This design comes from an exercise in tuning for small area and a short achievable clock period on the open sky130 flow, not from production work.
Function not checked in this run: the RTL went through the layout flow alone.
Power and IR drop assume default switching activity.

**flow/run.sh**
```bash
#!/bin/bash
# synth_recipe.tcl (not shown) runs the flow's synth.tcl, then flattens the netlist and writes it again
# the make line also repeats each setting of config.mk as NAME=value (left out here)
make -C /OpenROAD-flow-scripts/flow DESIGN_CONFIG=/design/flow/config.mk WORK_HOME=/design/flow/orfs CLKGATE_MAP_FILE= SYNTH_SCRIPT=/design/flow/synth_recipe.tcl finish
```
**flow/config.mk**
```make
export PLATFORM = sky130hd
export DESIGN_NAME = pipeCpu
export DESIGN_NICKNAME = pipeCpu
export VERILOG_FILES = /design/flow/design.v
export SDC_FILE = /design/flow/constraint.sdc
export NUM_CORES = 4
export LEC_CHECK = 0
export CAP_MARGIN = 20
export CORE_MARGIN = 2
export CORE_UTILIZATION = 40
export SLEW_MARGIN = 20
```
**flow/constraint.sdc**
```tcl
create_clock -name core_clock -period 4.5 [get_ports {clk}]
set_input_delay 0.9000 -clock core_clock [delete_from_list [all_inputs] [get_ports {clk}]]
set_output_delay 0.9000 -clock core_clock [all_outputs]
set_load 0.01 [all_outputs]
```
**flow/design.v**
```verilog
package cpu_pkg;
  typedef logic [32-1:0] cpuWord;
  typedef logic [5-1:0] regIndex;
  typedef logic [16-1:0] immValue;
  typedef enum logic [2:0] {
    ALU_ADD = 3'd0,
    ALU_SUB = 3'd1,
    ALU_XOR = 3'd2,
    ALU_AND = 3'd3,
    ALU_OR  = 3'd4
  } aluOp;
endpackage
`timescale 1ns/1ps
module regFile (
  input  logic                        clk,
  input  logic [32-1:1]   rdSelA,
  input  logic [32-1:1]   rdSelB,
  output cpu_pkg::cpuWord             rdDataA,
  output cpu_pkg::cpuWord             rdDataB,
  input  logic                        wrEnable,
  input  cpu_pkg::regIndex            wrAddr,
  input  cpu_pkg::cpuWord             wrData
);
  cpu_pkg::cpuWord regs [1:32-1];
  always_comb begin
    rdDataA = '0;
    rdDataB = '0;
    for (int i = 1; i < 32; i++) begin
      rdDataA = rdDataA | ({32{rdSelA[i]}} & regs[i]);
      rdDataB = rdDataB | ({32{rdSelB[i]}} & regs[i]);
    end
  end
  always_ff @(posedge clk) begin
    for (int i = 1; i < 32; i++) begin
      if (wrEnable && (wrAddr == i[5-1:0])) begin
        regs[i] <= wrData;
      end
    end
  end
endmodule
`timescale 1ns/1ps
module decodeStage (
  input  logic              clk,
  input  logic              reset,
  input  cpu_pkg::cpuWord   instr,
  input  logic              wbEnable,
  input  cpu_pkg::regIndex  wbReg,
  input  cpu_pkg::cpuWord   wbData,
  output cpu_pkg::cpuWord   execOpA,
  output cpu_pkg::cpuWord   execOpB,
  output logic              execCarryIn,
  output cpu_pkg::cpuWord   execStoreValue,
  output cpu_pkg::regIndex  execDestReg,
  output logic              execWritesReg,
  output logic              execIsLoad,
  output logic              execIsStore
);
  logic [5:0] opcode;
  logic [5:0] funct;
  cpu_pkg::regIndex rs;
  cpu_pkg::regIndex rt;
  cpu_pkg::regIndex rd;
  logic isR;
  logic decWrites;
  logic decLoad;
  logic decStore;
  logic decUseImm;
  logic decSub;
  logic decAnd;
  logic decOr;
  logic decArith;
  logic [32-1:1] decSelA;
  logic [32-1:1] decSelB;
  logic [32-1:1] selA;
  logic [32-1:1] selB;
  cpu_pkg::immValue imm;
  cpu_pkg::regIndex destReg;
  logic useImm;
  logic subOp;
  logic andOp;
  logic orOp;
  logic arithOp;
  logic writesReg;
  logic isLoad;
  logic isStore;
  cpu_pkg::cpuWord rsValue;
  cpu_pkg::cpuWord rtValue;
  cpu_pkg::cpuWord opB;
  cpu_pkg::cpuWord opBx;
  assign opcode = instr[31:26];
  assign rs     = instr[25:21];
  assign rt     = instr[20:16];
  assign rd     = instr[15:11];
  assign funct  = instr[5:0];
  assign isR    = (opcode == 6'b000000);
  always_comb begin
    decWrites = 1'b0;
    decLoad   = 1'b0;
    decStore  = 1'b0;
    decSub    = 1'b0;
    decAnd    = 1'b0;
    decOr     = 1'b0;
    decArith  = 1'b0;
    case (opcode)
      6'b000000: begin
        case (funct)
          6'b000011: begin decWrites = 1'b1; decArith = 1'b1; end
          6'b000010: begin decWrites = 1'b1; decArith = 1'b1; decSub = 1'b1; end
          6'b000001: decWrites = 1'b1;
          6'b000111: begin decWrites = 1'b1; decAnd = 1'b1; end
          6'b000100:  begin decWrites = 1'b1; decOr = 1'b1; end
          default: decWrites = 1'b0;
        endcase
      end
      6'b000011: begin decWrites = 1'b1; decArith = 1'b1; end
      6'b000010: begin decWrites = 1'b1; decArith = 1'b1; decSub = 1'b1; end
      6'b000001: decWrites = 1'b1;
      6'b001111: begin decWrites = 1'b1; decAnd = 1'b1; end
      6'b001100:  begin decWrites = 1'b1; decOr = 1'b1; end
      6'b011110: begin decWrites = 1'b1; decLoad = 1'b1; decArith = 1'b1; end
      6'b011111: begin decStore = 1'b1; decArith = 1'b1; end
      default: ;
    endcase
    decUseImm = !isR;
    for (int i = 1; i < 32; i++) begin
      decSelA[i] = (rs == i[5-1:0]);
      decSelB[i] = (rt == i[5-1:0]);
    end
  end
  always_ff @(posedge clk) begin
    selA    <= decSelA;
    selB    <= decSelB;
    imm     <= instr[15:0];
    destReg <= isR ? rd : rt;
    useImm  <= decUseImm;
    subOp   <= decSub;
    andOp   <= decAnd;
    orOp    <= decOr;
    arithOp <= decArith;
    isLoad  <= decLoad;
    if (reset) begin
      writesReg <= 1'b0;
      isStore   <= 1'b0;
    end else begin
      writesReg <= decWrites;
      isStore   <= decStore;
    end
  end
  regFile regs (
    .clk      (clk),
    .rdSelA   (selA),
    .rdSelB   (selB),
    .rdDataA  (rsValue),
    .rdDataB  (rtValue),
    .wrEnable (wbEnable),
    .wrAddr   (wbReg),
    .wrData   (wbData)
  );
  assign opB  = useImm ? {{(32-16){imm[16-1]}}, imm} : rtValue;
  assign opBx = opB ^ {32{subOp}};
  always_ff @(posedge clk) begin
    execOpA        <= andOp ? (rsValue & opB) : orOp ? (rsValue | opB) : (rsValue ^ opBx);
    execOpB        <= arithOp ? (rsValue & opBx) : '0;
    execCarryIn    <= subOp;
    execStoreValue <= rtValue;
    execDestReg    <= destReg;
    execIsLoad     <= isLoad;
    if (reset) begin
      execWritesReg <= 1'b0;
      execIsStore   <= 1'b0;
    end else begin
      execWritesReg <= writesReg;
      execIsStore   <= isStore;
    end
  end
endmodule
`timescale 1ns/1ps
module executeStage (
  input  logic              clk,
  input  logic              reset,
  input  cpu_pkg::cpuWord   execOpA,
  input  cpu_pkg::cpuWord   execOpB,
  input  logic              execCarryIn,
  input  cpu_pkg::cpuWord   execStoreValue,
  input  cpu_pkg::regIndex  execDestReg,
  input  logic              execWritesReg,
  input  logic              execIsLoad,
  input  logic              execIsStore,
  output cpu_pkg::cpuWord   dataAddr,
  output cpu_pkg::cpuWord   storeData,
  output logic              storeEnable,
  input  cpu_pkg::cpuWord   loadData,
  output logic              wbEnable,
  output cpu_pkg::regIndex  wbReg,
  output cpu_pkg::cpuWord   wbData
);
  cpu_pkg::cpuWord aluResult;
  cpu_pkg::cpuWord memResult;
  cpu_pkg::cpuWord memStoreValue;
  cpu_pkg::regIndex memDest;
  logic memStore;
  logic memLoad;
  logic memWrites;
  assign aluResult = execOpA + {execOpB[32-2:0], execCarryIn};
  always_ff @(posedge clk) begin
    memResult     <= aluResult;
    memStoreValue <= execStoreValue;
    memDest       <= execDestReg;
    memLoad       <= execIsLoad;
    if (reset) begin
      memStore  <= 1'b0;
      memWrites <= 1'b0;
    end else begin
      memStore  <= execIsStore;
      memWrites <= execWritesReg;
    end
  end
  assign dataAddr    = memResult;
  assign storeData   = memStoreValue;
  assign storeEnable = memStore;
  assign wbEnable = memWrites;
  assign wbReg    = memDest;
  assign wbData   = memLoad ? loadData : memResult;
endmodule
`timescale 1ns/1ps
module pipeCpu (
  input  logic        clk,
  input  logic        reset,
  input  logic [31:0] instr,
  input  logic [31:0] loadData,
  output logic [31:0] dataAddr,
  output logic [31:0] storeData,
  output logic        storeEnable
);
  logic             wbEnable;
  cpu_pkg::regIndex wbReg;
  cpu_pkg::cpuWord  wbData;
  cpu_pkg::cpuWord  execOpA;
  cpu_pkg::cpuWord  execOpB;
  logic             execCarryIn;
  cpu_pkg::cpuWord  execStoreValue;
  cpu_pkg::regIndex execDestReg;
  logic             execWritesReg;
  logic             execIsLoad;
  logic             execIsStore;
  decodeStage decode (
    .clk            (clk),
    .reset          (reset),
    .instr          (instr),
    .wbEnable       (wbEnable),
    .wbReg          (wbReg),
    .wbData         (wbData),
    .execOpA        (execOpA),
    .execOpB        (execOpB),
    .execCarryIn    (execCarryIn),
    .execStoreValue (execStoreValue),
    .execDestReg    (execDestReg),
    .execWritesReg  (execWritesReg),
    .execIsLoad     (execIsLoad),
    .execIsStore    (execIsStore)
  );
  executeStage execute (
    .clk            (clk),
    .reset          (reset),
    .execOpA        (execOpA),
    .execOpB        (execOpB),
    .execCarryIn    (execCarryIn),
    .execStoreValue (execStoreValue),
    .execDestReg    (execDestReg),
    .execWritesReg  (execWritesReg),
    .execIsLoad     (execIsLoad),
    .execIsStore    (execIsStore),
    .dataAddr       (dataAddr),
    .storeData      (storeData),
    .storeEnable    (storeEnable),
    .loadData       (loadData),
    .wbEnable       (wbEnable),
    .wbReg          (wbReg),
    .wbData         (wbData)
  );
endmodule
```
==> results_dict.tcl <==
set metrics [dict create \
    via_per_inst 7.50 \
    min_period_over_period 0.810 \
    grt_pass1_wl_um 312000 \
    grt_pass1_vias 37300 \
    rows 129 \
    startpoint_type "flop" \
    wl_um 234000 \
    ys_warn_count 4 \
    synthMuxAreaShare 0.0119 \
    start_util 0.404 \
    clock_skew_ns 0.0301 \
    synth.most_common_cell "edfxtp_1" \
    fin_tns_setup_ns 0 \
    async_flop_share 0 \
    status "finished clean" \
    ys_ff_latch 1259 \
    power.density_nw_per_um2 465 \
    nets 3729 \
    tightestPinTransition_ns 1.29 \
    min_from "decode.destReg[4]$_DFF_P_" \
    setup-violations-final 0 \
    grt_max_degree 36 \
    synth_adder_area_share 0.0159 \
    hold_viol 0 \
    tritoncts "done" \
    synth_area_leaders "edfxtp_1 59%, dfxtp_1 11%, a22oi_1 9.5%, a22o_1 2.3%, a221oi_1 2.2%" \
    ant_nets 0 \
    cts_root_buf "clkbuf_16" \
    rsz0062_at_grt "no" \
    synth_common_cells "992 x edfxtp_1, 638 x a22oi_1, 267 x dfxtp_1" \
    gp_congestion 0.983 \
    synth_top_area_frac 0.593 \
    report.final.slew_viol_count 0 \
    netlist_instances 3448 \
    synth-edff-count 992 \
    firstDrtPassIters 16 \
    cts_buffers 130 \
    layout-drive-gt1-share 0.134 \
    drc_errors 0 \
    die_x_um 358 \
    r2r_start "decode.selB[17]$_DFF_P_" \
    ios 131 \
    synth_area_um2 50200 \
    clk_latency_ns 0.79 \
    design.die.area_um2 128000 \
    min_period_ns 3.64 \
    ctsResizeCount 0 \
    yosys.area.top_type "edfxtp_1" \
    ys_dominant_reg_cell "edfxtp_1" \
    crit_type "flop to flop" \
    slew-limit-headroom 0.139 \
    worstPathRequired_ns 5.20 \
    die_y_um 358 \
    drt_iter0_markers 9990 \
    syn_area_per_cell_um2 14.6 \
    critPathArrivalTime_ns 4.34 \
    synth_top_family_by_area "compound AO/OA/AOI/OAI gates" \
    cts.path.max_buffers 3 \
    crit_fanout 20 \
    core_um2 124000 \
    clock_sinks 1259 \
    p_leak_nw 19.3 \
    placed_area_um2 53900 \
    dp_hpwl_um 131000 \
    maxCapViolations 0 \
    avgRoutedWirePerCell_um 43.7 \
    ys_types 60 \
    ir_drop_mv 0.448 \
    postCtsSetupRepairBufs 0 \
    timing.fmax_ghz 0.274 \
    syn-num-nets 3577 \
    stdcell_area_um2 58300 \
    synth_simple_gate_area_frac 0.0695 \
    layout-area-overhead-vs-synth_pct 16.2 \
    synth_xor_area_frac 0.0108 \
    synth_compound_area_frac 0.174 \
    min_path_type "flop to flop" \
    endpoint_kind "flop" \
    io_buffers 130 \
    h-tree-depth 4 \
    startpoint "decode.selB[17]$_DFF_P_" \
    track_usage 0.357 \
    ctsHoldBuffers 0 \
    antenna_found_initial 12 \
    path_clk_slew_ns 0.06 \
    vias 40200 \
    yosysSeqAreaShare 0.700 \
    overflow 0 \
]
## state kept, by name (all words and copies together) (netlist names), 5 cells and up
| register | flops |
|---|---|
| decode.execDestReg | 5 |
| decode.destReg | 5 |
| decode.execOpB | 31 |
| decode.regs.regs | 992 |
| decode.imm | 16 |
| execute.memStoreValue | 32 |
| decode.selB | 31 |
| decode.selA | 31 |
| decode.execStoreValue | 32 |
| execute.memResult | 32 |
| execute.memDest | 5 |
| decode.execOpA | 32 |
## stage by stage
step,cells,setup slack [ns],hold slack [ns],util,power (mW)
5_1_grt,5345,0.851,0.323,0.470,27.7
6_report,5352,0.855,0.317,0.470,27.1
3_5_place_dp,5104,1.10,0.312,0.435,16.2
2_1_floorplan,3448,1.95,0.310,-,15.0
3_3_place_gp,5104,1.13,0.311,0.435,16.2
4_1_cts,5344,1.09,0.320,0.470,27.0
## power breakdown
part | internal (mW) | total (mW) | switching, mW
logic | 0.712 | 2.31 | 1.59
clock network | 6.32 | 11.0 | 4.72
registers | 13.4 | 13.8 | 0.343
total | 20.5 | 27.1 | 6.65
## cell families (layout without fill, tap and decap cells)
kind of cell / Yosys count / in the layout
and+or+nand+nor: 670 / 670
buffers and inverters: 239 / 499
DFF: 1259 / 1259
muxes: 53 / 53
other: 0 / 7
AOI/OAI and AO/OA: 1102 / 1102
adders and majority gates: 63 / 63
xor gates and xnor gates: 62 / 62
## per-layer routing
layer / up-vias / part of all wire / GRT usage
met5: - / 0.0013 / 0.0100
met4: 14 / 0.091 / 0.237
met2: 4734 / 0.40 / 0.506
li1: 14700 / - / -
met1: 19300 / 0.33 / 0.435
met3: 1455 / 0.18 / 0.165
## final timing paths
kind	endpoint	slack (ns)	cells past startpoint
worst min register to register	decode.execDestReg[4]$_DFF_P_	0.32	0
worst min-delay path	decode.execDestReg[4]$_DFF_P_	0.32	0
worst max-delay path	decode.execOpA[22]$_DFF_P_	0.86	10
worst max register to register	decode.execOpA[22]$_DFF_P_	0.86	10
## layout by cell type (no fill, tap or decap), types with 10 or more instances in the layout
cell / n
a211oi_1: 36
a21o_1: 17
a21oi_1: 26
a221oi_1: 127
a222oi_1: 64
a22o_1: 131
a22oi_1: 638
and2_1: 34
buf_4: 111
bufinv_16: 10
clkbuf_1: 19
clkbuf_16: 137
clkdlybuf4s50_1: 130
clkinv_1: 12
clkinv_2: 25
clkinvlp_4: 11
dfxtp_1: 201
dfxtp_2: 61
edfxtp_1: 992
ha_1: 62
inv_1: 11
mux2_2: 52
nand2_1: 63
nand2b_1: 15
nand3_1: 206
nand4_1: 66
nor2_1: 104
nor2_4: 31
nor3_1: 48
o21a_1: 19
or4_1: 64
xnor2_1: 19
xor2_1: 43
## critical path, stage by stage, from the launching register on
cell and delay (ns):
dfxtp_2 0.72, buf_4 0.46, a22o_1 0.26, a221oi_1 0.26
nand3_1 0.12, or4_1 0.69, o21a_1 0.29, xor2_1 0.15
ha_1 0.32, nor2_1 0.04, a211oi_1 0.23
## area by class of cell
| class | instances | area (um2) |
|---|---|---|
| flip-flops and latches | 1259 | 35200 |
| clock inverters | 73 | 732 |
| inverters | 12 | 45.0 |
| multi-input cells | 1950 | 14400 |
| well taps | 1637 | 2050 |
| fillers | 10600 | 65800 |
| diodes | 7 | 17.5 |
| repair buffers | 247 | 2250 |
| clock buffers | 167 | 3620 |

separate check: timing with driven ports:
How much do the figures lean on ideal ports? The routed layout below was timed once more, with nothing changed but the port constraints. Step 1 assumes that a clkbuf_16 drives the clock port and a buf_2 every other input. Step 2 adds t to the input delays and takes it off the output delays; t is the mean of the earliest and latest rising clock arrival at the registers after step 1. Input paths then give back, and output paths get back, about the clock's delay inside the block. Slacks: ideal / step 1 / step 2; pairs: ideal / step 1.
t, ns: 0.850
setup WS [ns]: 0.855 / 0.855 / 0.855
worst setup path at the end: register to register
worst slew at a driven data input, ns: 0.06
After both steps this run still meets setup and hold. The setup slack of this run moves by 0.000 ns with the drivers and by 0.000 ns with both steps.
